This design comes from an exercise in tuning for small area, a short achievable clock period and few clock cycles per item on the open sky130 flow, not from production work.
No run shown here included a check of the RTL's function; only the layout flow was run.
Power and IR drop assume default switching activity.

[design.v]
package slam_pkg;
  localparam int RSA_DW = 32;
  localparam int ROW_LEN = 10;
  localparam int PLB_AW = 32;
  localparam int PLB_RD_LATENCY = 1;
  typedef logic signed [RSA_DW-1:0] slam_word_t;
  typedef enum logic [2:0] {
    STAGE_IDLE = 3'd0,
    STAGE_PRD  = 3'd1,
    STAGE_NEW  = 3'd2,
    STAGE_UPD  = 3'd3
  } stage_code_t;
  localparam logic [PLB_AW-1:0] POSE_BASE  = 32'd0;
  localparam logic [PLB_AW-1:0] LM_BASE    = 32'd3;
  localparam logic [PLB_AW-1:0] INNOV_BASE = 32'd1020;
  function automatic [PLB_AW-1:0] lm_addr(input [ROW_LEN-1:0] l_k);
    lm_addr = LM_BASE + {{(PLB_AW-ROW_LEN-1){1'b0}}, l_k, 1'b0};
  endfunction
  typedef struct packed {
    stage_code_t            stage;
    logic [ROW_LEN-1:0]     l_k;
    slam_word_t             rk;
    slam_word_t             phi;
  } stage_cmd_t;
  typedef struct packed {
    slam_word_t x;
    slam_word_t y;
    slam_word_t theta;
    slam_word_t lx;
    slam_word_t ly;
  } nl_operand_t;
  typedef struct packed {
    slam_word_t result_0;
    slam_word_t result_1;
    slam_word_t result_2;
    slam_word_t result_3;
    slam_word_t result_4;
    slam_word_t result_5;
  } nl_raw_t;
  typedef struct packed {
    slam_word_t rsv_0;
    slam_word_t d_theta;
    slam_word_t d_x;
    slam_word_t d_y;
    slam_word_t rsv_4;
    slam_word_t rsv_5;
  } nl_prd_view_t;
  typedef struct packed {
    slam_word_t rsv_0;
    slam_word_t rsv_1;
    slam_word_t off_y;
    slam_word_t off_x;
    slam_word_t rsv_4;
    slam_word_t rsv_5;
  } nl_new_view_t;
  typedef struct packed {
    slam_word_t pred_range;
    slam_word_t pred_bearing;
    slam_word_t rsv_2;
    slam_word_t rsv_3;
    slam_word_t rsv_4;
    slam_word_t rsv_5;
  } nl_upd_view_t;
  typedef union packed {
    nl_raw_t      raw;
    nl_prd_view_t prd;
    nl_new_view_t newlm;
    nl_upd_view_t upd;
  } nl_result_u;
  typedef struct packed {
    slam_word_t [2:0]     words;
    logic [PLB_AW-1:0]    base;
    logic [1:0]           cnt;
  } est_bundle_t;
endpackage
`timescale 1ns/1ps
module ekf_slam_core (
  input  logic          clk,
  input  logic          sys_rst,
  input  logic          i_stage_valid,
  input  logic [76:0]   i_stage_cmd,
  input  logic [31:0]   i_plb_dout,
  input  logic          i_nl_done,
  input  logic [191:0]  i_nl_result,
  output logic          o_stage_ready,
  output logic          o_plb_en,
  output logic          o_plb_we,
  output logic [31:0]   o_plb_addr,
  output logic [31:0]   o_plb_din,
  output logic          o_nl_init,
  output logic [2:0]    o_nl_stage,
  output logic [159:0]  o_nl_operand
);
  logic [2:0]  in_stage;
  logic [9:0]  in_lk;
  logic [31:0] in_rk, in_phi;
  assign in_stage = i_stage_cmd[76:74];
  assign in_lk    = i_stage_cmd[73:64];
  assign in_rk    = i_stage_cmd[63:32];
  assign in_phi   = i_stage_cmd[31:0];
  logic in_prd, in_new, in_upd, in_legal;
  assign in_prd   = (in_stage == 3'd1);
  assign in_new   = (in_stage == 3'd2);
  assign in_upd   = (in_stage == 3'd3);
  assign in_legal = in_prd | in_new | in_upd;
  logic [31:0] r0, r1, r2, r3;
  assign r0 = i_nl_result[191:160];
  assign r1 = i_nl_result[159:128];
  assign r2 = i_nl_result[127:96];
  assign r3 = i_nl_result[95:64];
  logic        nl_busy;
  logic        def_pend;
  logic        c_prd, c_new, c_upd;
  logic [9:0]  c_lk;
  logic [31:0] c_rk, c_phi;
  logic [31:0] px, py, pt;
  logic        pv;
  logic [1:0]  pp;
  logic [31:0] lx, ly;
  logic [9:0]  tag;
  logic        lxv, lyv;
  logic        lw_q;
  logic        rq_x, rq_y, rq_t, rq_lx, rq_ly;
  logic [1:0]  pw;
  logic [1:0]  ww;
  logic        w_upd;
  logic [9:0]  w_lk;
  logic busy_prd, busy_nu, m_done, all_done, idle;
  assign busy_prd = nl_busy & c_prd;
  assign busy_nu  = nl_busy & ~c_prd;
  assign m_done   = nl_busy & i_nl_done;
  assign all_done = ~nl_busy & ~def_pend & (pw == 2'd0) & (ww == 2'd0);
  assign idle     = all_done & ~i_stage_valid;
  logic lx_fly, ly_fly, rd_pose, rd_lx, rd_ly, rd_any;
  assign lx_fly  = rq_lx;
  assign ly_fly  = rq_ly;
  assign rd_pose = ~pv & (pp != 2'd3);
  assign rd_lx   = ~rd_pose & (lw_q | def_pend) & ~lxv & ~lx_fly;
  assign rd_ly   = ~rd_pose & ~rd_lx & (lw_q | def_pend) & ~lyv & ~ly_fly;
  assign rd_any  = rd_pose | rd_lx | rd_ly;
  logic dl_w, wr_ww, wr_pw, rd;
  assign dl_w  = (busy_prd & (pw != 2'd0)) | (busy_nu & (ww != 2'd0));
  assign wr_ww = dl_w ? busy_nu  : (~rd_any & (ww != 2'd0));
  assign wr_pw = dl_w ? busy_prd : (~rd_any & (ww == 2'd0) & (pw != 2'd0));
  assign rd    = ~dl_w & rd_any;
  logic w_ovl, l_haz, snoop;
  assign w_ovl = w_upd ? (tag[9:1] == 9'd254) : (w_lk == tag);
  assign l_haz = (ww != 2'd0) & w_ovl;
  assign snoop = wr_ww & w_ovl;
  logic lk_match, l_ok;
  assign lk_match = (in_lk == tag);
  assign l_ok     = lk_match & lxv & lyv & ~l_haz;
  logic trk;
  assign trk = ~nl_busy & ~def_pend & ((ww == 2'd0) | ((ww == 2'd1) & wr_ww));
  logic pw_ok, go_prd, go_new, go_upd, go;
  assign pw_ok  = (pw[1] == 1'b0) | ((pw == 2'd2) & (ww == 2'd0) & ~rd_any);
  assign go_prd = pw_ok & (~nl_busy | (i_nl_done & ~c_prd));
  assign go_new = ~nl_busy & (~ww[1] | ~rd_any);
  assign go_upd = trk;
  assign go     = pv & ~def_pend & ((in_prd & go_prd) | (in_new & go_new) | (in_upd & go_upd));
  logic accept, def_set, def_ok, init;
  assign accept  = i_stage_valid & go;
  assign def_set = accept & in_upd & ~l_ok;
  assign def_ok  = def_pend & lxv & lyv & ~l_haz;
  assign init    = (accept & ~def_set) | def_ok;
  assign o_stage_ready = i_stage_valid ? (go | ~in_legal) : all_done;
  assign o_nl_init     = init;
  assign o_nl_stage    = def_pend ? 3'd3 : in_stage;
  assign o_nl_operand  = {px, py, pt, lx, ly};
  logic [11:0] w_la;
  logic [10:0] t_p1, t_p2;
  assign w_la = {1'b0, w_lk, 1'b1} + {10'd0, 1'b1, ~ww[1]};
  assign t_p1 = {1'b0, tag} + 11'd1;
  assign t_p2 = {1'b0, tag} + 11'd2;
  logic din_ww;
  assign din_ww = (ww != 2'd0) & ~(busy_prd & (pw != 2'd0));
  logic [11:0] waddr, raddr, addr;
  always_comb begin
    if (din_ww) begin
      waddr = w_upd ? {11'd510, ~ww[1]} : w_la;
    end else begin
      waddr = {10'd0, ~pw};
    end
    if (rd_pose)    raddr = {10'd0, pp};
    else if (rd_lx) raddr = {t_p1, 1'b1};
    else            raddr = {t_p2, 1'b0};
  end
  assign addr = (wr_ww | wr_pw) ? waddr : raddr;
  always_comb begin
    if (din_ww)          o_plb_din = ww[1] ? c_rk : c_phi;
    else if (pw == 2'd3) o_plb_din = px;
    else if (pw == 2'd2) o_plb_din = py;
    else                 o_plb_din = pt;
  end
  assign o_plb_en   = wr_ww | wr_pw | (rd & ~idle);
  assign o_plb_we   = wr_ww | wr_pw;
  assign o_plb_addr = {20'd0, addr};
  logic [31:0] a0, b0, a1, b1, sum0, sum1;
  logic [31:0] sum2;
  assign a0   = c_upd ? c_rk  : px;
  assign a1   = c_upd ? c_phi : py;
  assign b0   = ({32{c_prd}} & r2) | ({32{c_new}} & r3) | ({32{c_upd}} & ~r0);
  assign b1   = ({32{c_prd}} & r3) | ({32{c_new}} & r2) | ({32{c_upd}} & ~r1);
  ekf_add u_add0 (.a(a0), .b(b0), .ci(c_upd), .s(sum0));
  ekf_add u_add1 (.a(a1), .b(b1), .ci(c_upd), .s(sum1));
  ekf_add u_add2 (.a(pt), .b(r1), .ci(1'b0),  .s(sum2));
  logic tag_sw, kill_l;
  assign tag_sw = i_stage_valid & in_upd & ~lk_match & ~def_pend;
  assign kill_l = tag_sw | snoop;
  always_ff @(posedge clk) begin
    if (sys_rst) begin
      nl_busy <= 1'b0;
      def_pend <= 1'b0;
      pw      <= 2'd0;
      ww      <= 2'd0;
      pv      <= 1'b0;
      pp      <= 2'd0;
      lxv     <= 1'b0;
      lyv     <= 1'b0;
      rq_x    <= 1'b0;
      rq_y    <= 1'b0;
      rq_t    <= 1'b0;
      rq_lx   <= 1'b0;
      rq_ly   <= 1'b0;
      lw_q    <= 1'b0;
    end else begin
      if (init)        nl_busy <= 1'b1;
      else if (m_done) nl_busy <= 1'b0;
      if (def_set)     def_pend <= 1'b1;
      else if (def_ok) def_pend <= 1'b0;
      if (m_done & c_prd) pw <= 2'd3;
      else if (wr_pw)     pw <= pw - 2'd1;
      if (m_done & ~c_prd) ww <= 2'd2;
      else if (wr_ww)      ww <= ww - 2'd1;
      lw_q <= i_stage_valid & in_upd;
      if (idle) begin
        pv   <= 1'b0;
        pp   <= 2'd0;
        lxv  <= 1'b0;
        lyv  <= 1'b0;
        rq_x <= 1'b0;
        rq_y <= 1'b0;
        rq_t <= 1'b0;
        rq_lx <= 1'b0;
        rq_ly <= 1'b0;
      end else begin
        rq_x  <= rd & ~idle & rd_pose & (pp == 2'd0);
        rq_y  <= rd & ~idle & rd_pose & (pp == 2'd1);
        rq_t  <= rd & ~idle & rd_pose & (pp == 2'd2);
        rq_lx <= rd & ~idle & rd_lx & ~kill_l;
        rq_ly <= rd & ~idle & rd_ly & ~kill_l;
        if (rd & ~idle & rd_pose) pp <= pp + 2'd1;
        if (rq_t) pv <= 1'b1;
        if (kill_l) begin
          lxv <= 1'b0;
          lyv <= 1'b0;
        end else begin
          if (lx_fly) lxv <= 1'b1;
          if (ly_fly) lyv <= 1'b1;
        end
      end
    end
  end
  always_ff @(posedge clk) begin
    if (tag_sw) tag <= in_lk;
  end
  always_ff @(posedge clk) begin
    if (rq_x)                  px <= i_plb_dout;
    if (rq_y)                  py <= i_plb_dout;
    if (rq_t)                  pt <= i_plb_dout;
    if (lx_fly)                lx <= i_plb_dout;
    if (ly_fly)                ly <= i_plb_dout;
    if (m_done && c_prd) begin
      px <= sum0;
      py <= sum1;
      pt <= sum2;
    end
    if (def_pend) begin
      c_prd <= 1'b0;
      c_new <= 1'b0;
      c_upd <= 1'b1;
    end else if (~nl_busy | i_nl_done) begin
      c_prd <= in_prd;
      c_new <= in_new;
      c_upd <= in_upd;
      c_lk  <= in_lk;
    end
    if (m_done && !c_prd) begin
      c_rk  <= sum0;
      c_phi <= sum1;
    end else if (trk) begin
      c_rk  <= in_rk;
      c_phi <= in_phi;
    end
    if (m_done && !c_prd) begin
      w_upd <= c_upd;
      w_lk  <= c_lk;
    end
  end
endmodule
module ekf_add (
  input  logic [31:0] a,
  input  logic [31:0] b,
  input  logic        ci,
  output logic [31:0] s
);
  logic [31:0] g [0:5];
  logic [31:0] p [0:5];
  logic [31:0] h;
  assign h    = a ^ b;
  assign g[0] = (a & b) | {31'd0, h[0] & ci};
  assign p[0] = h;
  for (genvar l = 0; l < 5; l++) begin : lv
    for (genvar i = 0; i < 32; i++) begin : bt
      if (((i >> l) & 1) == 1) begin : c
        localparam int J = ((i >> l) << l) - 1;
        assign g[l+1][i] = g[l][i] | (p[l][i] & g[l][J]);
        assign p[l+1][i] = p[l][i] & p[l][J];
      end else begin : n
        assign g[l+1][i] = g[l][i];
        assign p[l+1][i] = p[l][i];
      end
    end
  end
  assign s = h ^ {g[5][30:0], ci};
endmodule
[flow/run.sh]
#!/bin/bash
# Standard layout, with plain buffers (buf_1) on the ports in place of the
# delay buffers buffer_ports picks by default.
set -euo pipefail
export BUFFER_PORTS_ARGS="-buffer_cell sky130_fd_sc_hd__buf_1"
bash standard.sh > standard.log 2>&1
[standard.sh]
#!/bin/bash
# synth_recipe.tcl (not shown) runs the flow's synth.tcl, then flattens the netlist and writes it again
# the make line also repeats each setting of config.mk as NAME=value (left out here)
make -C /OpenROAD-flow-scripts/flow DESIGN_CONFIG=/design/flow/config.mk WORK_HOME=/design/flow/orfs CLKGATE_MAP_FILE= SYNTH_SCRIPT=/design/flow/synth_recipe.tcl "${@:-finish}"
[config.mk]
export PLATFORM = sky130hd
export DESIGN_NAME = ekf_slam_core
export DESIGN_NICKNAME = ekf_slam_core
export VERILOG_FILES = /design/flow/design.v
export SDC_FILE = /design/flow/constraint.sdc
export NUM_CORES = 4
export LEC_CHECK = 0
export CAP_MARGIN = 20
export CORE_MARGIN = 2
export CORE_UTILIZATION = 40
export SETUP_SLACK_MARGIN = 1.2
export SLEW_MARGIN = 20
[constraint.sdc]
create_clock -name core_clock -period 5.0 [get_ports {clk}]
set_input_delay 1.0000 -clock core_clock [delete_from_list [all_inputs] [get_ports {clk}]]
set_output_delay 1.0000 -clock core_clock [all_outputs]
set_load 0.01 [all_outputs]
==> results of run 1 <==
-- flip-flops by register name (all words and copies together), names as in the netlist, 32 cells and up --
signal,count
pt,32
c_phi,32
px,32
py,32
lx,32
ly,32
c_rk,32
-- final cells by class --
type                    instances  area [um^2]  area share, %
diodes                          1         2.50         0.0115
clock buffers                  52         1000           4.59
clock inverters                10          121          0.555
inverters                      45          171          0.784
multi-input cells            1302         9450           43.2
flip-flops and latches        275         8090           37.0
well taps                     592          741           3.39
repair buffers                502         2280           10.4
-- worst paths after layout --
kind | end | slack (ps) | cells after the start
max | px[31]$_DFFE_PP_ | 1230 | 13
min | w_lk[1]$_DFFE_PP_ | 410 | 0
max reg2reg | px[31]$_DFFE_PP_ | 1230 | 13
min reg2reg | w_lk[1]$_DFFE_PP_ | 410 | 0
-- layer usage --
metal	share of wire, %	GRT usage (%)
met4	4.4	12.3
met2	48	46.0
met3	7.5	4.31
met1	40	34.8
met5	0	0
-- power breakdown --
part / internal, mW / leakage (nW) / switching, mW
Sequential: 2.56 / 2.59 / 0.0387
Clock: 1.54 / 0.548 / 1.01
Combinational: 0.353 / 4.79 / 0.510
Total: 4.45 / 7.92 / 1.56
-- placed cells by master, fill, tap and decap left out, types with 20 or more instances in the layout --
master,instances
a211oi_1,35
a21o_1,21
a21oi_1,97
a22oi_1,54
buf_1,450
buf_4,36
clkbuf_16,38
conb_1,20
edfxtp_1,255
ha_1,96
inv_1,41
mux2_2,53
mux2i_1,72
nand2_1,179
nand3_1,24
nor2_1,97
o21ai_0,175
o21ai_1,37
xnor2_1,58
xor2_1,54
-- repair_timing --
item / in CTS / in global routing
resized for setup: 43 / 64
cloned: 2 / 1
setup buffers: 15 / 7
endpoints found under the setup margin: 106 / 72
pin swaps: 19 / 31
-- kinds of logic after synthesis --
family                   after synthesis  share of synthesized area [%]
AO/OA/AOI/OAI                        515                           18.1
AND/OR/NAND/NOR                      403                           10.1
flip-flops                           275                           45.5
buffers and inverters                156                           3.74
multiplexers                         130                           7.73
adder cells (fa/ha/maj)              118                           9.06
XOR/XNOR                             116                           5.74
other                                  1                         0.0212
-- stage by stage --
step	cell area [um^2]	util [%]	instances
finish	21900	49.7	2779
global route	21900	49.7	2779
detailed placement	20000	45.5	2691
CTS	21500	48.9	2770
global placement	20000	45.5	2691
floorplan	17800	-	1733
-- critical path, delay by kind of cell, from the launching register on --
family / cells / cell delay, ps
adder cells (fa/ha/maj): 1 / 360
XOR/XNOR: 1 / 160
flip-flops: 1 / 480
AO/OA/AOI/OAI: 9 / 2030
buffers and inverters: 2 / 380
==> results.json, run 1 <==
{
  "hold_path_startpoint": "c_lk[1]$_DFFE_PP_",
  "crit_required_ps": 5250,
  "synth_flop_cell": "edfxtp_1",
  "finalSetupViolCount": 0,
  "worst_ep_arrival_time_ps": 4030,
  "crit_chain": "inv_4 -> buf_16 -> o21ai_1 -> ha_1 -> a21o_1 -> a21oi_4 -> o21ai_1 -> a21o_1 -> a22o_4 -> a2111oi_4 -> o31ai_4 -> xnor2_2 -> a21oi_1",
  "grt_pass1_vias": 15443,
  "maxCapViolCount": 0,
  "worst-path-max-fanout": 21,
  "hold_viol": 0,
  "num_vias": 15792,
  "route.detailed.wl_per_inst_um": 23.5,
  "cp-start-kind": "flop",
  "worst_slew_pin_slew_ps": 1080,
  "rows": 77,
  "hold_class": "reg2reg",
  "cts_tree": "built",
  "design.die.area_um2": 46000,
  "hold_ws_ps": 412,
  "slew_headroom_pct": 27.8,
  "ioPinCount": 536,
  "status": "no timing/DRC/antenna violations",
  "drtIter0Drc": 1202,
  "coreArea_um2": 43900,
  "critPathCaptureType": "flop",
  "synth.most_common_cell": "edfxtp_1",
  "synth_common_cells": "edfxtp_1 (255), o21ai_0 (184), nand2_1 (179), a21oi_1 (102), nor2_1 (102)",
  "die_h_um": 214,
  "p_per_area_nw_per_um2": 275,
  "grt-ovfl-total": 0,
  "syn_inst": 1714,
  "clockBufferDepth": 3,
  "numCtsBuffers": 35,
  "synth_seq_area_share_pct": 45.5,
  "drc": 0,
  "grt_max_degree": 75,
  "drv_slew": 0,
  "netlist_area_um2": 17700,
  "gp_congestion": 0.931,
  "timing_worst_setup_path_type": "reg2reg",
  "synth_top_area_cell": "edfxtp_1",
  "synth_top_cells_by_area": "edfxtp_1 (43%), ha_1 (7.1%), o21ai_0 (5.2%), mux2i_1 (4.3%), nand2_1 (3.8%)",
  "startpoint": "c_upd$_SDFFE_PP1N_",
  "drive_above_1_share_pct": 11.5,
  "crit_slowest_cell": "dfxtp_4",
  "synth_edf_count": 255,
  "die_w_um": 214,
  "antenna_found_initial": 2,
  "grt_pass1_wl_um": 94600,
  "cts_hold_buffers": 0,
  "cpPeakStageDelay_ps": 480,
  "avgViaCountPerCell": 5.68,
  "regToRegStartpoint": "c_upd$_SDFFE_PP1N_",
  "grtUsageTotal_pct": 27.4,
  "nNetsFinal": 2584,
  "dr.pass1.iters": 5,
  "synth_async_sr_flop_share_pct": 0,
  "vdd_drop_max_uv": 256,
  "synthToLayoutAreaGrowth_pct": 23.4,
  "clkTransAtPathRegs_ps": 60,
  "finalClockSkew_ps": 13.1,
  "finalSetupTns_ps": 0,
  "ant_nets": 0,
  "dpl_worst_slack_ps": 404,
  "clock_latency_ps": 550,
  "place_hpwl_um": 46100,
  "drt-total-wl_um": 65400,
  "syn_area_per_cell_um2": 10.3,
  "period_minus_slack_ps": 3770,
  "yosysTopAreaCellShare_pct": 43.2,
  "fmax_ghz": 0.265,
  "layout_setup_ws_ps": 1230,
  "port_buffers": 451,
  "cts.sinks": 275,
  "p_leak_nw": 7.92,
  "yosysUniqueCellTypes": 75,
  "clockRootBuffer": "clkbuf_16",
  "start_util_pct": 40.3,
  "rsz0062_at_grt": "yes",
  "htree_num_levels": 2,
  "period_share_pct": 75.5,
  "nFillCells": 4194,
  "power_mw": 6.01,
  "synth.ff_latch_count": 275,
  "yosysWarningCount": 4
}
==> inputs of run 2 (changes only) <==
--- a/design.v
+++ b/design.v
@@ -139,9 +139,10 @@
   assign rd_ly   = ~rd_pose & ~rd_lx & (lw_q | def_pend) & ~lyv & ~ly_fly;
   assign rd_any  = rd_pose | rd_lx | rd_ly;
-  logic dl_w, wr_ww, wr_pw, rd;
-  assign dl_w  = (busy_prd & (pw != 2'd0)) | (busy_nu & (ww != 2'd0));
-  assign wr_ww = dl_w ? busy_nu  : (~rd_any & (ww != 2'd0));
-  assign wr_pw = dl_w ? busy_prd : (~rd_any & (ww == 2'd0) & (pw != 2'd0));
-  assign rd    = ~dl_w & rd_any;
+  logic rd_q, rd_q2, rd_pri, dl_w, wr_ww, wr_pw, rd;
+  assign rd_pri = rd_any & ~(rd_q & rd_q2 & ((ww != 2'd0) | (pw != 2'd0)));
+  assign dl_w   = (busy_prd & (pw != 2'd0)) | (busy_nu & (ww != 2'd0));
+  assign wr_ww  = dl_w ? busy_nu  : (~rd_pri & (ww != 2'd0));
+  assign wr_pw  = dl_w ? busy_prd : (~rd_pri & (ww == 2'd0) & (pw != 2'd0));
+  assign rd     = ~dl_w & rd_pri;
   logic w_ovl, l_haz, snoop;
   assign w_ovl = w_upd ? (tag[9:1] == 9'd254) : (w_lk == tag);
@@ -154,7 +155,7 @@
   assign trk = ~nl_busy & ~def_pend & ((ww == 2'd0) | ((ww == 2'd1) & wr_ww));
   logic pw_ok, go_prd, go_new, go_upd, go;
-  assign pw_ok  = (pw[1] == 1'b0) | ((pw == 2'd2) & (ww == 2'd0) & ~rd_any);
+  assign pw_ok  = (pw[1] == 1'b0) | ((pw == 2'd2) & (ww == 2'd0) & ~rd_pri);
   assign go_prd = pw_ok & (~nl_busy | (i_nl_done & ~c_prd));
-  assign go_new = ~nl_busy & (~ww[1] | ~rd_any);
+  assign go_new = ~nl_busy & (~ww[1] | ~rd_pri);
   assign go_upd = trk;
   assign go     = pv & ~def_pend & ((in_prd & go_prd) | (in_new & go_new) | (in_upd & go_upd));
@@ -224,4 +225,6 @@
       rq_ly   <= 1'b0;
       lw_q    <= 1'b0;
+      rd_q    <= 1'b0;
+      rd_q2   <= 1'b0;
     end else begin
       if (init)        nl_busy <= 1'b1;
@@ -234,4 +237,6 @@
       else if (wr_ww)      ww <= ww - 2'd1;
       lw_q <= i_stage_valid & in_upd;
+      rd_q  <= rd & ~idle;
+      rd_q2 <= rd_q;
       if (idle) begin
         pv   <= 1'b0;
==> run 2 against run 1 <==
Clock power is 11% lower. Critical endpoint is now c_phi[31]$_DFFE_PP_. Non-clock buffer count is 31 higher. Critical path type unchanged. Power is 3.6% lower. First-iteration DRC count is 7.0% higher. Worst setup slack worse by 150 ps. Combinational power is 4.5% higher. Global-route usage is 0.74 points lower. Flip-flop and latch count is 2 higher.
==> results.json, run 2 <==
{
  "status": "no timing/DRC/antenna violations",
  "yosysUniqueCellTypes": 66,
  "rows": 77,
  "combPwrFrac_pct": 15.6,
  "synth_async_sr_flop_share_pct": 0,
  "netlist_area_um2": 17800,
  "drc": 0,
  "htree_num_levels": 2,
  "ioPinCount": 536,
  "finalClockSkew_ps": 20.6,
  "yosysWarningCount": 4,
  "maxCapViolCount": 0,
  "timing_worst_setup_path_type": "reg2reg",
  "cp-start-kind": "flop",
  "finalSetupViolCount": 0,
  "power_switching_mw": 1.58,
  "synthToLayoutAreaGrowth_pct": 25.6,
  "grt_max_degree": 64,
  "most-common-layout-cells": "buf_1 (448), edfxtp_1 (255), o21ai_0 (192), nand2_1 (173)",
  "fin_util_pct": 50.8,
  "period_share_pct": 78.5,
  "synth.most_common_cell": "edfxtp_1",
  "syn_inst": 1752,
  "hold_class": "reg2reg",
  "p_clk_share_pct": 39.3,
  "synth_top_area_cell": "edfxtp_1",
  "placed_cells": 2736,
  "place_hpwl_um": 46700,
  "antenna_found_initial": 6,
  "hold_viol": 0,
  "cts_hold_buffers": 0,
  "vdd_drop_max_uv": 233,
  "route.detailed.wl_per_inst_um": 23.0,
  "dr.pass1.iters": 5,
  "avgViaCountPerCell": 5.72,
  "p_int_mw": 4.21,
  "p_per_area_nw_per_um2": 259,
  "drt-total-wl_um": 65500,
  "syn_area_per_cell_um2": 10.2,
  "clockBufferDepth": 3,
  "finalSetupTns_ps": 0,
  "gp_congestion": 0.952,
  "clock_latency_ps": 560,
  "design.die.area_um2": 46300,
  "worst-path-max-fanout": 7,
  "switching_share_pct": 27.3,
  "rsz0062_at_grt": "yes",
  "clkTransAtPathRegs_ps": 60,
  "nNetsFinal": 2649,
  "num_vias": 16275,
  "start_util_pct": 40.4,
  "synth_seq_area_share_pct": 45.4,
  "grt_pass1_wl_um": 93800,
  "worst_slew_pin_slew_ps": 1020,
  "drv_slew": 0,
  "die_h_um": 215,
  "synth.ff_latch_count": 277,
  "yosysTopAreaCellShare_pct": 42.9,
  "ant_nets": 0,
  "synth_top_cells_by_area": "edfxtp_1 (43%), ha_1 (7.1%), o21ai_0 (6.6%), mux2i_1 (4.4%), nand2_1 (3.7%)",
  "grt-ovfl-total": 0,
  "die_w_um": 215,
  "cts_tree": "built",
  "period_minus_slack_ps": 3930,
  "synth_edf_count": 255,
  "synth_flop_cell": "edfxtp_1",
  "clockRootBuffer": "clkbuf_16",
  "numCtsBuffers": 34,
  "crit_required_ps": 5400,
  "final_cell_area_um2": 22400,
  "drtIter0Drc": 1286,
  "p_leak_nw": 8.11,
  "p_seq_share_pct": 45.1,
  "coreArea_um2": 44100,
  "dpl-instance-area_um2": 20300,
  "drive_above_1_share_pct": 14.0,
  "cts.sinks": 277,
  "port_buffers": 451,
  "grtUsageTotal_pct": 26.6,
  "grt_pass1_vias": 15631,
  "synth_common_cells": "edfxtp_1 (255), o21ai_0 (234), nand2_1 (175), a21oi_1 (101), ha_1 (101)",
  "final_common_cell": "buf_1",
  "fmax_ghz": 0.255,
  "slew_headroom_pct": 31.5,
  "critPathCaptureType": "flop",
  "fin_cells": 2845,
  "worst_ep_arrival_time_ps": 4330
}
==> run 2: changes by cell type in the layout (fill, tap and decap cells not counted), sizes merged, moves of 5 or more <==
| cell | delta |
|---|---|
| buf | +31 |
| and2 | +5 |
| a21o | -11 |
| nand4 | +6 |
| xor2 | -9 |
| clkbuf | -11 |
| o21ai | +16 |
| o31ai | +5 |
| inv | +14 |
| and3 | -9 |
| clkinv | +6 |
==> run 2: path summary, 6_finish.rpt <==
path                      start                   to  slack [ps]  cells past startpoint
min reg2reg   c_lk[3]$_DFFE_PP_    w_lk[3]$_DFFE_PP_         420                      0
min           c_lk[3]$_DFFE_PP_    w_lk[3]$_DFFE_PP_         420                      0
max reg2reg  c_upd$_SDFFE_PP1N_  c_phi[31]$_DFFE_PP_        1070                     13
max          c_upd$_SDFFE_PP1N_  c_phi[31]$_DFFE_PP_        1070                     13
==> run 2: layout make-up <==
class | instances | area, um^2
Fill cell | 4155 | 21700
Sequential cell | 277 | 8130
Multi-Input combinational cell | 1324 | 9800
Tap cell | 592 | 741
Clock buffer | 40 | 873
Inverter | 56 | 215
Clock inverter | 19 | 119
Timing Repair Buffer | 533 | 2520
Antenna cell | 4 | 10.0
==> run 2: cells by family after synthesis <==
logic type      count (synthesis)  synth area share [%]
buf+inv                       170                  4.04
fa+ha+maj                     118                  8.99
flops                         277                  45.4
other cells                     1                0.0210
simple gates                  416                  10.6
xor+xnor                      108                  5.30
compound gates                530                  17.9
mux                           132                  7.79
==> run 2: worst max-delay path, stage by stage (launching register included) <==
cell	delay, ps
dfxtp_4	480
mux2_4	330
fa_2	340
inv_2	60
fa_2	240
nor2b_4	60
o31a_1	320
o211a_1	260
a221o_1	410
a31o_4	300
and3b_1	210
o211a_1	220
or3_4	360
a31oi_1	180
==> run 2: stage by stage <==
step | setup WS, ps | power [mW] | hold WS, ps
floorplan | 817 | 3.16 | 400
global placement | 290 | 3.42 | 402
detailed placement | 265 | 3.44 | 405
CTS | 1030 | 5.76 | 419
global route | 957 | 5.99 | 427
finish | 1070 | 5.80 | 417
==> run 2: per-layer routing <==
layer	wire, um	track usage [%]
met5	29	0
met2	31200	44.2
met3	4750	5.11
met1	27400	34.6
met4	2140	9.56
==> run 2: repair_timing <==
item	4_1_cts	5_1_grt
endpoints found under the setup margin	97	91
buffers inserted	26	16
pin swaps	32	47
resized for setup	78	88
endpoints found under the hold margin	0	0
cloned	2	2
==> run 2: power by group through the flow <==
stage          sequential (mW)  clock, mW  combinational [mW]
6_report                  2.61       2.28               0.902
4_1_cts                   2.61       2.31               0.832
2_1_floorplan             2.65          0               0.509
5_1_grt                   2.62       2.39               0.983
3_5_place_dp              2.66          0               0.772
3_3_place_gp              2.66          0               0.759
==> inputs of run 3 (changes only) <==
--- a/config.mk
+++ b/config.mk
@@ -11,2 +11,3 @@
 export SETUP_SLACK_MARGIN = 1.2
 export SLEW_MARGIN = 20
+export SYNTH_HIERARCHICAL = 1
==> run 3 against run 2 <==
Final area rose by 2.0%. Fmax rose by 5.9%. Synthesized cell count rose by 13%. Power rose by 6.3%. Clock skew rose by 4.6 ps. Non-clock buffer count fell by 35. Clock power rose by 12%. Combinational power rose by 8.3%. Count of clock-buffer cells in the layout rose by 15. Via count rose by 6.6%. Routed wire length rose by 9.4%. Critical endpoint is now o_plb_addr[11]. Largest power group unchanged.
==> results.json, run 3 <==
{
  "status": "no timing/DRC/antenna violations",
  "cp-start-kind": "flop",
  "nFillCells": 4661,
  "synth_top_cells_by_area": "edfxtp_1 (40%), nand2_1 (9.2%), ha_1 (6.6%), mux2_2 (3.8%), mux2i_1 (3.7%)",
  "fmax_ghz": 0.270,
  "gp_congestion": 0.902,
  "yosysTopAreaCellShare_pct": 40.1,
  "start_util_pct": 40.2,
  "antenna_found_initial": 4,
  "place_hpwl_um": 52000,
  "dr.pass1.iters": 6,
  "synth_common_cells": "nand2_1 (470), edfxtp_1 (255), o21ai_0 (112), a21oi_1 (107), nor2_1 (102)",
  "critPathCaptureType": "primary output",
  "drt-total-wl_um": 71600,
  "synth_seq_area_share_pct": 42.5,
  "final_common_cell": "nand2_1",
  "multi_input_area_um2": 10400,
  "maxCapViolCount": 0,
  "grt_max_degree": 65,
  "finalSetupViolCount": 0,
  "period_minus_slack_ps": 3710,
  "num_vias": 17345,
  "synthToLayoutAreaGrowth_pct": 19.9,
  "ant_nets": 0,
  "yosysWarningCount": 10,
  "grt-ovfl-total": 0,
  "synth_async_sr_flop_share_pct": 0,
  "avgViaCountPerCell": 5.65,
  "dpl_worst_slack_ps": 652,
  "drtIter0Drc": 1558,
  "die_w_um": 222,
  "syn_area_per_cell_um2": 9.62,
  "p_per_area_nw_per_um2": 270,
  "drc": 0,
  "hold_viol": 0,
  "clock_latency_ps": 560,
  "grt_pass1_wl_um": 104000,
  "numCtsBuffers": 36,
  "route.detailed.wl_per_inst_um": 23.3,
  "p_leak_nw": 8.57,
  "grt_pass1_vias": 17225,
  "drive_above_1_share_pct": 10.7,
  "clockRootBuffer": "clkbuf_16",
  "coreArea_um2": 47400,
  "clockBufferDepth": 3,
  "final-seq-area_um2": 8120,
  "synth_flop_cell": "edfxtp_1",
  "worst_ep_arrival_time_ps": 2710,
  "die_h_um": 222,
  "finalSetupTns_ps": 0,
  "timing_worst_setup_path_type": "reg2out",
  "ioPinCount": 536,
  "synth_top_area_cell": "edfxtp_1",
  "netlist_area_um2": 19100,
  "port_buffers": 451,
  "finalClockSkew_ps": 25.1,
  "drv_slew": 0,
  "yosysUniqueCellTypes": 74,
  "nNetsFinal": 2849,
  "vdd_drop_max_uv": 248,
  "synth_edf_count": 255,
  "design.die.area_um2": 49400,
  "slew_headroom_pct": 26.0,
  "clkTransAtPathRegs_ps": 60,
  "syn_inst": 1982,
  "grtUsageTotal_pct": 27.9,
  "layout_setup_ws_ps": 1290,
  "cts_hold_buffers": 0,
  "synth.most_common_cell": "nand2_1",
  "cts.sinks": 277,
  "rsz0062_at_grt": "yes",
  "worst-path-max-fanout": 7,
  "hold_class": "reg2reg",
  "synth.ff_latch_count": 277,
  "htree_num_levels": 2,
  "crit_required_ps": 4000,
  "rows": 80,
  "cts_tree": "built",
  "worst_slew_pin_slew_ps": 1110,
  "period_share_pct": 74.2,
  "most-common-layout-cells": "nand2_1 (469), buf_1 (447), edfxtp_1 (255), a21oi_1 (106), nor2_1 (100)"
}
-- run 3: kinds of logic after synthesis --
family	synth area share (%)
muxes	7.64
buffers and inverters	4.48
AOI/OAI and AO/OA	15.8
adders and majority gates	8.45
DFF	42.5
xor gates and xnor gates	5.10
other	0.0197
and+or+nand+nor	16.0
-- run 3: path summary, 6_finish.rpt --
check,from,end,slack [ps],cells after the start
setup / recovery,pw[0]$_SDFFE_PP0P_,o_plb_addr[11],1290,9
setup reg to reg,c_prd$_SDFFE_PP0N_,py[26]$_DFFE_PP_,1340,12
hold / removal,c_lk[4]$_DFFE_PP_,w_lk[4]$_DFFE_PP_,410,0
hold reg to reg,c_lk[4]$_DFFE_PP_,w_lk[4]$_DFFE_PP_,410,0
-- run 3: critical path, stage by stage (launching register included) --
cell	delay [ps]
dfxtp_2	360
inv_2	80
ha_4	210
nand2_2	100
a32o_2	230
o22ai_1	90
a211o_1	310
or4_4	530
o21ai_2	90
buf_2	150
-- run 3: through the flow --
stage / power [mW] / area, um^2 / hold WS (ps) / instances / util [%]
2_1_floorplan: 3.30 / 19200 / 400 / 2002 / -
3_3_place_gp: 3.58 / 21300 / 404 / 2981 / 44.9
3_5_place_dp: 3.61 / 21300 / 408 / 2981 / 44.9
4_1_cts: 6.18 / 22600 / 415 / 3052 / 47.7
5_1_grt: 6.38 / 22900 / 425 / 3068 / 48.2
6_report: 6.16 / 22900 / 413 / 3069 / 48.2
-- run 3: power by group --
group          internal [mW]  total (mW)  switching, mW
clock network           1.53        2.56           1.04
logic                  0.374       0.977          0.604
registers               2.58        2.62         0.0403
-- run 3: area by class of cell --
class                      instances  share of cell area (%)
clock inverter                     8                   0.432
multi-input combinational       1539                    45.5
inverter                          74                    1.24
tap                              615                    3.37
antenna                            3                  0.0328
sequential                       277                    35.5
timing repair buffer             498                    9.38
clock buffer                      55                    4.52
-- run 3: timing repair --
item | in CTS | in global routing
pin swaps | 5 | 11
cloned | 2 | 1
resized for setup | 34 | 27
setup buffers | 6 | 12
endpoints found under the setup margin | 128 | 89
-- run 3: per-layer routing --
| metal | track usage, % | wire length (um) | up-vias | share of wire [%] |
|---|---|---|---|---|
| met2 | 46.1 | 34000 | 848 | 47 |
| li1 | - | - | 8013 | - |
| met3 | 5.28 | 5340 | 150 | 7.5 |
| met5 | 0 | 11 | - | 0.015 |
| met4 | 12.9 | 2880 | 2 | 4.0 |
| met1 | 35.3 | 29400 | 8332 | 41 |
-- run 3: per-module statistics from Yosys (local to each module, per instance) --
module / times used / cells / flip-flops and latches / area (um^2)
ekf_add: 3 / 189 / 0 / 1500
ekf_slam_core: 1 / 1415 / 277 / 14600
==> inputs of run 4 (changes only) <==
--- a/config.mk
+++ b/config.mk
@@ -9,5 +9,4 @@
 export CORE_MARGIN = 2
 export CORE_UTILIZATION = 40
-export SETUP_SLACK_MARGIN = 1.2
+export SETUP_SLACK_MARGIN = 1.5
 export SLEW_MARGIN = 20
-export SYNTH_HIERARCHICAL = 1
==> run 4 against run 3 <==
Power up 2.7%. Register-to-register slack lost 230 ps. Via count down 3.3%. Die area fell by 6.4%. Clock power rose by 5%. Synthesized area is 6.5% lower. Sequential power is essentially flat. Worst setup slack worse by 270 ps. Core utilization rose by 6.4 points. Flip-flop and latch count is the same. Final area grew 5.3%. Highest routed layer is now met4.
==> results.json, run 4 <==
{
  "status": "no timing/DRC/antenna violations",
  "grtUsageTotal_pct": 28.5,
  "crit_path_end": "px[22]$_DFFE_PP_",
  "clockBufferDepth": 3,
  "clkTransAtPathRegs_ps": 50,
  "drive_above_1_share_pct": 20.0,
  "synthXorXnorAreaFrac_pct": 5.30,
  "drtIter0Drc": 1343,
  "regToRegStartpoint": "c_upd$_SDFFE_PP1N_",
  "vdd_drop_max_uv": 227,
  "crit_slowest_cell": "fa_2",
  "period_share_pct": 79.6,
  "drv_slew": 0,
  "synth_seq_area_share_pct": 45.4,
  "clock_latency_ps": 560,
  "rows": 77,
  "num_vias": 16770,
  "yosysWarningCount": 4,
  "cts_hold_buffers": 0,
  "hold_class": "reg2reg",
  "multi_input_area_um2": 10300,
  "ioPinCount": 536,
  "cp-start-kind": "primary input",
  "cts_tree": "built",
  "cts.sinks": 277,
  "netlist_area_um2": 17800,
  "synth_async_sr_flop_share_pct": 0,
  "grt-ovfl-total": 0,
  "crit_chain": "buf_6 -> buf_6 -> buf_6 -> buf_6 -> a22oi_2 -> o21ai_4 -> fa_2 -> inv_2 -> fa_2 -> nand2b_4 -> a21oi_4 -> o41ai_4 -> buf_6 -> buf_6 -> buf_6 -> a21oi_4 -> nor3_4 -> buf_4 -> nor3_4 -> a2111oi_4 -> xor2_1 -> buf_4 -> o21ai_1",
  "numCtsBuffers": 36,
  "route.met3.wl_um": 5890,
  "die_h_um": 215,
  "r2r_end": "c_phi[30]$_DFFE_PP_",
  "gp_congestion": 0.888,
  "synth_flop_cell": "edfxtp_1",
  "synth_top_family_by_area": "compound AO/OA/AOI/OAI gates",
  "synth_top_cells_by_area": "edfxtp_1 (43%), ha_1 (7.1%), o21ai_0 (6.6%), mux2i_1 (4.4%), nand2_1 (3.7%)",
  "cpPeakStageDelay_ps": 360,
  "slew_headroom_pct": 35.4,
  "synthToLayoutAreaGrowth_pct": 34.9,
  "final-seq-area_um2": 8130,
  "fmax_ghz": 0.251,
  "timing_worst_setup_path_type": "in2reg",
  "die_w_um": 215,
  "syn_area_per_cell_um2": 10.2,
  "synth_edf_count": 255,
  "p_per_area_nw_per_um2": 263,
  "wl_met1_um": 28100,
  "grt_pass1_wl_um": 98800,
  "nNetsFinal": 2730,
  "grt_pass1_vias": 16232,
  "dr_wl_met2_um": 32500,
  "finalClockSkew_ps": 23.4,
  "nFillCells": 3993,
  "yosysUniqueCellTypes": 66,
  "yosysTopAreaCellShare_pct": 42.9,
  "hold_ws_ps": 416,
  "hold_viol": 0,
  "routed.top_layer": "met4",
  "clockRootBuffer": "clkbuf_16",
  "synth.ff_latch_count": 277,
  "synth-adder-area-share_pct": 8.99,
  "final_cell_area_um2": 24100,
  "start_util_pct": 40.4,
  "finalSetupViolCount": 0,
  "synth_common_cells": "edfxtp_1 (255), o21ai_0 (234), nand2_1 (175), a21oi_1 (101), ha_1 (101)",
  "synthMuxAreaShare_pct": 7.79,
  "crit_required_ps": 5290,
  "critPathCaptureType": "flop",
  "synth_top_area_cell": "edfxtp_1",
  "drt-total-wl_um": 69800,
  "antenna_found_initial": 8,
  "synth-simple-area-share_pct": 10.6,
  "rsz0062_at_grt": "yes",
  "place_hpwl_um": 46200,
  "crit_top_cell": "buf_6",
  "drc": 0,
  "rr_worst_depth": 16,
  "p_leak_nw": 8.88,
  "most-common-layout-cells": "buf_1 (440), edfxtp_1 (255), nand2_1 (170), o21ai_0 (154), buf_4 (102)",
  "route.detailed.wl_per_inst_um": 23.8,
  "ant_nets": 0,
  "period_minus_slack_ps": 3980,
  "final_common_cell": "buf_1",
  "synth-compound-area-share_pct": 17.9,
  "r2r_slack_ps": 1110,
  "design.die.area_um2": 46300,
  "maxCapViolCount": 0,
  "startpoint": "i_nl_result[96]",
  "coreArea_um2": 44100,
  "worst_ep_arrival_time_ps": 4270,
  "dr.pass1.iters": 7,
  "dpl-instance-area_um2": 20300,
  "worst_slew_pin_slew_ps": 965,
  "finalSetupTns_ps": 0,
  "htree_num_levels": 2,
  "worst-path-max-fanout": 3,
  "avgViaCountPerCell": 5.72,
  "port_buffers": 451,
  "syn_inst": 1752,
  "grt_max_degree": 63,
  "synth.most_common_cell": "edfxtp_1"
}
run 4: metal layers:
metal  vias up  track usage [%]
met3       154             5.68
met1      8181             36.8
met4         0             14.5
met2       834             45.5
met5         -                0
li1       7601                -
run 4: worst min-delay path by stage:
| stage | startpoint | to | slack [ps] | depth (start not counted) |
|---|---|---|---|---|
| 6_report | c_lk[3]$_DFFE_PP_ | w_lk[3]$_DFFE_PP_ | 420 | 0 |
| 5_1_grt | c_lk[0]$_DFFE_PP_ | w_lk[0]$_DFFE_PP_ | 420 | 0 |
| 4_1_cts | c_lk[3]$_DFFE_PP_ | w_lk[3]$_DFFE_PP_ | 420 | 0 |
| 3_5_place_dp | c_lk[5]$_DFFE_PP_ | w_lk[5]$_DFFE_PP_ | 400 | 0 |
| 3_3_place_gp | c_lk[0]$_DFFE_PP_ | w_lk[0]$_DFFE_PP_ | 400 | 0 |
| 2_1_floorplan | c_lk[0]$_DFFE_PP_ | w_lk[0]$_DFFE_PP_ | 400 | 0 |
run 4: power breakdown:
part	switching, mW	total (mW)	internal [mW]
Sequential	0.0345	2.61	2.58
Combinational	0.576	1.04	0.464
Clock	1.05	2.68	1.62
Total	1.66	6.33	4.66
run 4: layout make-up:
class	count	area share (%)
multi-input combinational	1325	42.8
sequential	277	33.8
timing repair buffer	611	14.3
clock buffer	48	4.19
tap	592	3.08
inverter	56	0.946
clock inverter	17	0.785
antenna	8	0.0832
run 4: worst max-delay path, delay by kind of cell:
| kind | cells | cell delay (ps) |
|---|---|---|
| AO/OA/AOI/OAI | 7 | 930 |
| buffers and inverters | 10 | 1140 |
| adder cells (fa/ha/maj) | 2 | 550 |
| AND/OR/NAND/NOR | 3 | 440 |
| XOR/XNOR | 1 | 190 |
run 4: timing repair:
action / CTS / global route
pin swaps: 75 / 69
endpoints found under the setup margin: 138 / 135
endpoints found under the hold margin: 0 / 0
buffers inserted: 74 / 46
gates resized for setup: 200 / 119
gates cloned: 7 / 2
run 4: cells by family after synthesis:
group,Yosys count
other cells,1
simple gates,416
flops,277
compound gates,530
fa+ha+maj,118
buf+inv,170
mux,132
xor+xnor,108
run 4: metrics by stage:
stage               std cells  power, mW  worst slack, ps  utilization (%)
floorplan                1771       3.16              817                -
global placement         2732       3.42              186             46.0
detailed placement       2732       3.44              163             46.0
CTS                      2878       6.26             1080             52.3
global route             2931       6.53              924             54.5
finish                   2934       6.33             1020             54.5
==> inputs of run 5 (changes only) <==
--- a/design.v
+++ b/design.v
@@ -203,7 +203,10 @@
   assign b0   = ({32{c_prd}} & r2) | ({32{c_new}} & r3) | ({32{c_upd}} & ~r0);
   assign b1   = ({32{c_prd}} & r3) | ({32{c_new}} & r2) | ({32{c_upd}} & ~r1);
-  ekf_add u_add0 (.a(a0), .b(b0), .ci(c_upd), .s(sum0));
-  ekf_add u_add1 (.a(a1), .b(b1), .ci(c_upd), .s(sum1));
-  ekf_add u_add2 (.a(pt), .b(r1), .ci(1'b0),  .s(sum2));
+  logic [32:0] s0w, s1w;
+  assign s0w  = {a0, 1'b1} + {b0, c_upd};
+  assign s1w  = {a1, 1'b1} + {b1, c_upd};
+  assign sum0 = s0w[32:1];
+  assign sum1 = s1w[32:1];
+  assign sum2 = pt + r1;
   logic tag_sw, kill_l;
   assign tag_sw = i_stage_valid & in_upd & ~lk_match & ~def_pend;
@@ -304,28 +307,2 @@
   end
 endmodule
-module ekf_add (
-  input  logic [31:0] a,
-  input  logic [31:0] b,
-  input  logic        ci,
-  output logic [31:0] s
-);
-  logic [31:0] g [0:5];
-  logic [31:0] p [0:5];
-  logic [31:0] h;
-  assign h    = a ^ b;
-  assign g[0] = (a & b) | {31'd0, h[0] & ci};
-  assign p[0] = h;
-  for (genvar l = 0; l < 5; l++) begin : lv
-    for (genvar i = 0; i < 32; i++) begin : bt
-      if (((i >> l) & 1) == 1) begin : c
-        localparam int J = ((i >> l) << l) - 1;
-        assign g[l+1][i] = g[l][i] | (p[l][i] & g[l][J]);
-        assign p[l+1][i] = p[l][i] & p[l][J];
-      end else begin : n
-        assign g[l+1][i] = g[l][i];
-        assign p[l+1][i] = p[l][i];
-      end
-    end
-  end
-  assign s = h ^ {g[5][30:0], ci};
-endmodule
--- a/config.mk
+++ b/config.mk
@@ -9,4 +9,4 @@
 export CORE_MARGIN = 2
 export CORE_UTILIZATION = 40
-export SETUP_SLACK_MARGIN = 1.5
+export SETUP_SLACK_MARGIN = 1.2
 export SLEW_MARGIN = 20
==> run 5 against run 4 <==
Clock power shrank 7.8%. Core utilization shrank 4.8 points. Fmax up 6.6%. Synthesized area grew 5.2%. Non-clock buffer count shrank 93. Register-to-register slack better by 160 ps. Die area increased by 5.1%. Still clean. Clock skew grew 0.79 ps. Routed wire length increased by 2.6%. Highest routed layer unchanged. Worst hold slack improved by 1.4 ps. Critical path type is now reg2reg. Final cell count increased by 2.8%.
==> results.json, run 5 <==
{
  "status": "no timing/DRC/antenna violations",
  "start_util_pct": 40.4,
  "period_minus_slack_ps": 3730,
  "finalSetupViolCount": 0,
  "drtIter0Drc": 1331,
  "r2r_slack_ps": 1270,
  "drc": 0,
  "port_buffers": 451,
  "vdd_drop_max_uv": 204,
  "coreArea_um2": 46500,
  "place_hpwl_um": 50900,
  "dr.pass1.iters": 5,
  "rows": 79,
  "p_clk_share_pct": 40.5,
  "clockRootBuffer": "clkbuf_16",
  "design.die.area_um2": 48700,
  "power_switching_mw": 1.67,
  "crit_required_ps": 5300,
  "synth_seq_area_share_pct": 43.1,
  "htree_num_levels": 2,
  "antenna_found_initial": 3,
  "switching_share_pct": 27.4,
  "clock_latency_ps": 560,
  "yosysWarningCount": 1,
  "drt-total-wl_um": 71600,
  "grt-ovfl-total": 0,
  "worst_ep_arrival_time_ps": 4030,
  "synth_edf_count": 255,
  "timing_worst_setup_path_type": "reg2reg",
  "synth_top_cells_by_area": "edfxtp_1 (41%), ha_1 (7.1%), o21ai_0 (6.4%), a21oi_1 (3.8%), mux2_2 (3.8%)",
  "dpl-instance-area_um2": 21100,
  "clkTransAtPathRegs_ps": 60,
  "route.detailed.wl_per_inst_um": 23.7,
  "p_seq_share_pct": 42.8,
  "yosysUniqueCellTypes": 81,
  "grt_use_met2_pct": 46.8,
  "fin_cells": 3017,
  "grt_pass1_wl_um": 101000,
  "synth.ff_latch_count": 277,
  "hold_viol": 0,
  "busiest_layer": "met2",
  "netlist_area_um2": 18800,
  "synth.most_common_cell": "edfxtp_1",
  "p_int_mw": 4.43,
  "cts_tree": "built",
  "yosysTopAreaCellShare_pct": 40.8,
  "met3_usage_pct": 3.75,
  "cp-start-kind": "flop",
  "drv_slew": 0,
  "rsz0062_at_grt": "yes",
  "grt_max_degree": 71,
  "nNetsFinal": 2798,
  "grt_pass1_vias": 16640,
  "synth_common_cells": "edfxtp_1 (255), o21ai_0 (241), nand2_1 (184), a21oi_1 (142), nor2_1 (112)",
  "hold_class": "reg2reg",
  "avgViaCountPerCell": 5.86,
  "drive_above_1_share_pct": 11.5,
  "numCtsBuffers": 35,
  "cts_hold_buffers": 0,
  "combPwrFrac_pct": 16.7,
  "gp_congestion": 0.896,
  "synth_top_area_cell": "edfxtp_1",
  "finalSetupTns_ps": 0,
  "synth_flop_cell": "edfxtp_1",
  "clockBufferDepth": 3,
  "grtUsageTotal_pct": 27.6,
  "cts.sinks": 277,
  "worst_slew_pin_slew_ps": 1080,
  "startpoint": "c_upd$_SDFFE_PP1N_",
  "slew_headroom_pct": 27.8,
  "syn_area_per_cell_um2": 9.76,
  "p_per_area_nw_per_um2": 264,
  "final_cell_area_um2": 23100,
  "synth_async_sr_flop_share_pct": 0,
  "power_mw": 6.10,
  "p_leak_nw": 8.39,
  "worst-path-max-fanout": 7,
  "ioPinCount": 536,
  "ant_nets": 0,
  "final_common_cell": "buf_1",
  "die_h_um": 221,
  "fmax_ghz": 0.268,
  "met1_usage_pct": 35.5,
  "regToRegStartpoint": "c_upd$_SDFFE_PP1N_",
  "critPathCaptureType": "flop",
  "syn_inst": 1923,
  "period_share_pct": 74.6,
  "most-common-layout-cells": "buf_1 (451), edfxtp_1 (255), o21ai_0 (225), nand2_1 (181), a21oi_1 (137)",
  "synthToLayoutAreaGrowth_pct": 23.0,
  "finalClockSkew_ps": 24.2,
  "die_w_um": 221,
  "placed_cells": 2917,
  "maxCapViolCount": 0,
  "num_vias": 17687,
  "hold_path_startpoint": "c_lk[5]$_DFFE_PP_"
}
## run 5: area by class of cell
class                   count  area (um^2)
fillers                  4488        23400
flip-flops and latches    277         8120
repair buffers            518         2440
clock buffers              44          951
clock inverters            16          134
well taps                 607          759
multi-input cells        1507        10500
diodes                      3         7.51
inverters                  45          181
## run 5: power by group through the flow
stage               logic (mW)  registers (mW)  clock network, mW
floorplan                0.608            2.65                  0
global placement         0.896            2.66                  0
detailed placement       0.909            2.67                  0
CTS                      0.945            2.61               2.50
global route              1.11            2.62               2.58
finish                    1.02            2.61               2.47
## run 5: per-stage QoR
| step | setup WS, ps | util (%) | hold WS (ps) |
|---|---|---|---|
| global placement | 407 | 45.4 | 402 |
| CTS | 1150 | 48.4 | 418 |
| finish | 1270 | 49.7 | 417 |
| detailed placement | 362 | 45.4 | 408 |
| floorplan | 1170 | - | 400 |
| global route | 1140 | 49.7 | 429 |
## run 5: per-layer routing
metal  vias to the layer above  routed length (um)
li1                       8120                   -
met1                      8617               29500
met2                       804               34200
met3                       146                5050
met4                         0                2770
met5                         -                   0
## run 5: final timing paths
kind,cells past startpoint,end
max,12,py[29]$_DFFE_PP_
min,0,w_lk[5]$_DFFE_PP_
max reg2reg,12,py[29]$_DFFE_PP_
min reg2reg,0,w_lk[5]$_DFFE_PP_
## run 5: timing repair
item                       CTS  global route
setup endpoints to repair   97            59
setup buffers                6            26
cloned                       3             1
gates resized for setup     41            67
pin swaps                    5            21
## run 5: cells by family after synthesis
group           after synthesis  synth area share [%]
other cells                   1                0.0200
compound gates              663                  21.3
buf+inv                     160                  3.66
xor+xnor                    123                  5.74
fa+ha+maj                   109                  7.39
flops                       277                  43.1
mux                         129                  7.30
simple gates                461                  11.4
## run 5: worst max-delay path, cell delays in order, from the launching register on
cell      delay, ps
dfxtp_4         420
buf_12          160
mux2_2          380
fa_1            460
a21oi_2         220
o211ai_1        250
nand3_2         220
nand4b_4        190
nand4_4         160
nand2_2          80
a211o_1         380
and4_4          200
or3_1           360
==> inputs of run 6 (changes only) <==
--- a/design.v
+++ b/design.v
@@ -197,16 +197,9 @@
   assign o_plb_we   = wr_ww | wr_pw;
   assign o_plb_addr = {20'd0, addr};
-  logic [31:0] a0, b0, a1, b1, sum0, sum1;
-  logic [31:0] sum2;
-  assign a0   = c_upd ? c_rk  : px;
-  assign a1   = c_upd ? c_phi : py;
-  assign b0   = ({32{c_prd}} & r2) | ({32{c_new}} & r3) | ({32{c_upd}} & ~r0);
-  assign b1   = ({32{c_prd}} & r3) | ({32{c_new}} & r2) | ({32{c_upd}} & ~r1);
-  logic [32:0] s0w, s1w;
-  assign s0w  = {a0, 1'b1} + {b0, c_upd};
-  assign s1w  = {a1, 1'b1} + {b1, c_upd};
-  assign sum0 = s0w[32:1];
-  assign sum1 = s1w[32:1];
-  assign sum2 = pt + r1;
+  logic [31:0] s_r0, s_r1, s_r2, s_r3;
+  ekf_add u_add0 (.a(c_rk),                   .b(~r0),                .ci(1'b1),  .s(s_r0));
+  ekf_add u_add1 (.a(c_upd ? c_phi : pt),     .b(r1 ^ {32{c_upd}}),   .ci(c_upd), .s(s_r1));
+  ekf_add u_add2 (.a(c_new ? py : px),        .b(r2),                 .ci(1'b0),  .s(s_r2));
+  ekf_add u_add3 (.a(c_new ? px : py),        .b(r3),                 .ci(1'b0),  .s(s_r3));
   logic tag_sw, kill_l;
   assign tag_sw = i_stage_valid & in_upd & ~lk_match & ~def_pend;
@@ -280,7 +273,7 @@
     if (ly_fly)                ly <= i_plb_dout;
     if (m_done && c_prd) begin
-      px <= sum0;
-      py <= sum1;
-      pt <= sum2;
+      px <= s_r2;
+      py <= s_r3;
+      pt <= s_r1;
     end
     if (def_pend) begin
@@ -295,6 +288,6 @@
     end
     if (m_done && !c_prd) begin
-      c_rk  <= sum0;
-      c_phi <= sum1;
+      c_rk  <= c_upd ? s_r0 : s_r3;
+      c_phi <= c_upd ? s_r1 : s_r2;
     end else if (trk) begin
       c_rk  <= in_rk;
@@ -307,2 +300,28 @@
   end
 endmodule
+module ekf_add (
+  input  logic [31:0] a,
+  input  logic [31:0] b,
+  input  logic        ci,
+  output logic [31:0] s
+);
+  logic [31:0] g [0:5];
+  logic [31:0] p [0:5];
+  logic [31:0] h;
+  assign h    = a ^ b;
+  assign g[0] = (a & b) | {31'd0, h[0] & ci};
+  assign p[0] = h;
+  for (genvar l = 0; l < 5; l++) begin : lv
+    for (genvar i = 0; i < 32; i++) begin : bt
+      if (((i >> l) & 1) == 1) begin : c
+        localparam int J = ((i >> l) << l) - 1;
+        assign g[l+1][i] = g[l][i] | (p[l][i] & g[l][J]);
+        assign p[l+1][i] = p[l][i] & p[l][J];
+      end else begin : n
+        assign g[l+1][i] = g[l][i];
+        assign p[l+1][i] = p[l][i];
+      end
+    end
+  end
+  assign s = h ^ {g[5][30:0], ci};
+endmodule
==> run 6 against run 5 <==
Worst setup slack worse by 120 ps. Clock skew down 11 ps. Routed wire length down 0.24%. Power up 5.9%. Flip-flop and latch count unchanged. Via count down 1.4%. Register-to-register slack worse by 120 ps. Sequential share of layout area down 2.3 points. Synthesized area up 4.1%. Largest power group unchanged.
==> results.json, run 6 <==
{
  "drc": 0,
  "worst_slew_pin_slew_ps": 1030,
  "critPathCaptureType": "flop",
  "worst_ep_arrival_time_ps": 4150,
  "vdd_drop_max_uv": 242,
  "finalSetupTns_ps": 0,
  "synth_seq_area_share_pct": 41.4,
  "grt-ovfl-total": 0,
  "nNetsFinal": 2894,
  "maxCapViolCount": 0,
  "p_per_area_nw_per_um2": 261,
  "hold_path_startpoint": "c_lk[9]$_DFFE_PP_",
  "antenna_found_initial": 6,
  "numCtsBuffers": 36,
  "start_util_pct": 40.3,
  "startpoint": "c_upd$_SDFFE_PP1N_",
  "die_w_um": 225,
  "grtUsageTotal_pct": 27.2,
  "gp_congestion": 0.946,
  "synth-compound-area-share_pct": 15.7,
  "synth_top_family_by_area": "compound AO/OA/AOI/OAI gates",
  "drive_above_1_share_pct": 15.9,
  "syn_inst": 1942,
  "synth_top_cells_by_area": "edfxtp_1 (39%), ha_1 (8.5%), mux2_2 (5.0%), mux2i_1 (4.5%), nand2_1 (4.1%)",
  "clkTransAtPathRegs_ps": 60,
  "synthMuxAreaShare_pct": 9.41,
  "nFillCells": 4497,
  "port_buffers": 451,
  "rows": 81,
  "coreArea_um2": 48500,
  "final_cell_area_um2": 24700,
  "grt_max_degree": 65,
  "crit_required_ps": 5300,
  "period_share_pct": 77.0,
  "netlist_area_um2": 19500,
  "finalSetupViolCount": 0,
  "synth.most_common_cell": "edfxtp_1",
  "drv_slew": 0,
  "synth-simple-area-share_pct": 11.4,
  "synth-adder-area-share_pct": 10.5,
  "finalClockSkew_ps": 12.7,
  "place_hpwl_um": 51600,
  "dr.pass1.iters": 6,
  "timing_worst_setup_path_type": "reg2reg",
  "dpl-instance-area_um2": 21900,
  "most-common-layout-cells": "buf_1 (446), edfxtp_1 (255), nand2_1 (214), nor2_1 (153), a21oi_1 (123)",
  "cts_hold_buffers": 0,
  "status": "no timing/DRC/antenna violations",
  "drt-total-wl_um": 71400,
  "fmax_ghz": 0.260,
  "design.die.area_um2": 50600,
  "clock_latency_ps": 540,
  "slew_headroom_pct": 31.0,
  "synth_edf_count": 255,
  "htree_num_levels": 2,
  "ioPinCount": 536,
  "cp-start-kind": "flop",
  "synth_flop_cell": "edfxtp_1",
  "hold_viol": 0,
  "worst-path-max-fanout": 11,
  "synth_top_area_cell": "edfxtp_1",
  "cts_tree": "built",
  "hold_class": "reg2reg",
  "synthToLayoutAreaGrowth_pct": 26.3,
  "route.detailed.wl_per_inst_um": 23.1,
  "synth.ff_latch_count": 277,
  "syn_area_per_cell_um2": 10.1,
  "yosysTopAreaCellShare_pct": 39.2,
  "cts.sinks": 277,
  "final_common_cell": "buf_1",
  "avgViaCountPerCell": 5.65,
  "synth_common_cells": "edfxtp_1 (255), nand2_1 (215), nor2_1 (156), a21oi_1 (134), ha_1 (132)",
  "period_minus_slack_ps": 3850,
  "clockBufferDepth": 3,
  "regToRegStartpoint": "c_upd$_SDFFE_PP1N_",
  "drtIter0Drc": 1417,
  "rsz0062_at_grt": "yes",
  "yosysUniqueCellTypes": 81,
  "grt_pass1_vias": 16839,
  "ant_nets": 0,
  "synthXorXnorAreaFrac_pct": 7.35,
  "synth_async_sr_flop_share_pct": 0,
  "num_vias": 17438,
  "die_h_um": 225,
  "yosysWarningCount": 4,
  "grt_pass1_wl_um": 103000,
  "clockRootBuffer": "clkbuf_16",
  "p_leak_nw": 9.38
}
[run 6: routing by layer]
metal | wire (um) | share of wire (%) | vias to the layer above | global-route usage [%]
li1 | - | - | 8021 | -
met1 | 29500 | 41 | 8457 | 35.4
met2 | 33700 | 47 | 812 | 44.9
met3 | 5400 | 7.6 | 146 | 4.65
met4 | 2790 | 3.9 | 2 | 10.9
met5 | 18 | 0.025 | - | 0
[run 6: cells by family (layout without fill, tap and decap cells)]
logic type / after synthesis / after routing
flip-flops: 277 / 277
multiplexers: 173 / 173
other: 1 / 24
XOR/XNOR: 164 / 164
buffers and inverters: 196 / 696
AO/OA/AOI/OAI: 470 / 470
adder cells (fa/ha/maj): 152 / 152
AND/OR/NAND/NOR: 509 / 509
[run 6: path summary, 6_finish.rpt]
check | cells past startpoint | end | slack (ps)
setup reg to reg | 15 | c_phi[31]$_DFFE_PP_ | 1150
setup / recovery | 15 | c_phi[31]$_DFFE_PP_ | 1150
hold reg to reg | 0 | w_lk[9]$_DFFE_PP_ | 410
hold / removal | 0 | w_lk[9]$_DFFE_PP_ | 410
[run 6: area by class of cell]
| cell class | instances | area, um^2 | share of cell area (%) |
|---|---|---|---|
| antenna | 4 | 10.0 | 0.0405 |
| clock buffer | 45 | 956 | 3.87 |
| clock inverter | 17 | 181 | 0.735 |
| inverter | 86 | 323 | 1.31 |
| multi-input combinational | 1488 | 11600 | 47.0 |
| sequential | 277 | 8120 | 32.9 |
| tap | 622 | 778 | 3.15 |
| timing repair buffer | 548 | 2720 | 11.0 |
[run 6: worst max-delay path: stages (launching register included)]
cell and delay, ps:
dfxtp_4 410, buf_4 170, bufbuf_16 290, xor2_1 180, ha_2 190, a21o_1 180
a21o_1 170, a21o_1 190, a221o_1 460, o21ai_2 220, a31oi_1 100, buf_4 170
a221o_1 340, xnor2_1 200, o21ai_0 100, o22a_1 210
[run 6: power breakdown]
part           total [mW]  switching, mW  internal [mW]
clock                2.58           1.06           1.52
combinational        1.26          0.711          0.547
sequential           2.62         0.0431           2.58
[run 6: stage by stage]
stage                     hold WS, ps  utilization, %  total power, mW  cells  setup slack [ps]
after global routing              416            50.9             6.70   3087              1030
after floorplan                   400               -             3.42   1961              1210
after CTS                         413            49.6             6.43   3055              1090
final                             412            50.9             6.46   3087              1150
after global placement            402            45.1             3.74   2955               195
after detailed placement          405            45.1             3.75   2955               143
[run 6: what timing repair did]
action / CTS / global route
buffers inserted: 35 / 27
cloned: 3 / 0
gates resized for setup: 113 / 84
endpoints found under the setup margin: 109 / 79
pin swaps: 45 / 44

-- re-timing with driven ports --
No port has a modelled driver above. Below, the same layouts with a new extraction and two added sets of constraints. Step 1, drivers: a clkbuf_16 drives clk and a buf_2 each remaining input, both assumed. Step 2 moves the port delays by t, midway between the first and last clock arrival at a register: inputs arrive t later, outputs are due t later. That takes back most of the time a late clock gives input paths. Three values: no drivers, after step 1, after step 2; two values: the first two.
| run | shift t [ns] | setup slack, ns | worst setup path after step 2 |
|---|---|---|---|
| run 1 | 0.593 | 1.226 / 1.226 / 0.712 | input to register |
| run 2 | 0.608 | 1.073 / 1.073 / 0.488 | input to register |
| run 3 | 0.603 | 1.291 / 1.232 / 0.811 | input to register |
| run 4 | 0.614 | 1.022 / 1.045 / 0.431 | input to register |
| run 5 | 0.603 | 1.269 / 1.250 / 0.785 | input to register |
| run 6 | 0.593 | 1.152 / 1.152 / 0.658 | input to register |
After both steps every run listed still meets setup and hold. For run 4, which loses most, drivers alone change the setup slack by +0.023 ns; drivers and shift together by -0.591 ns.
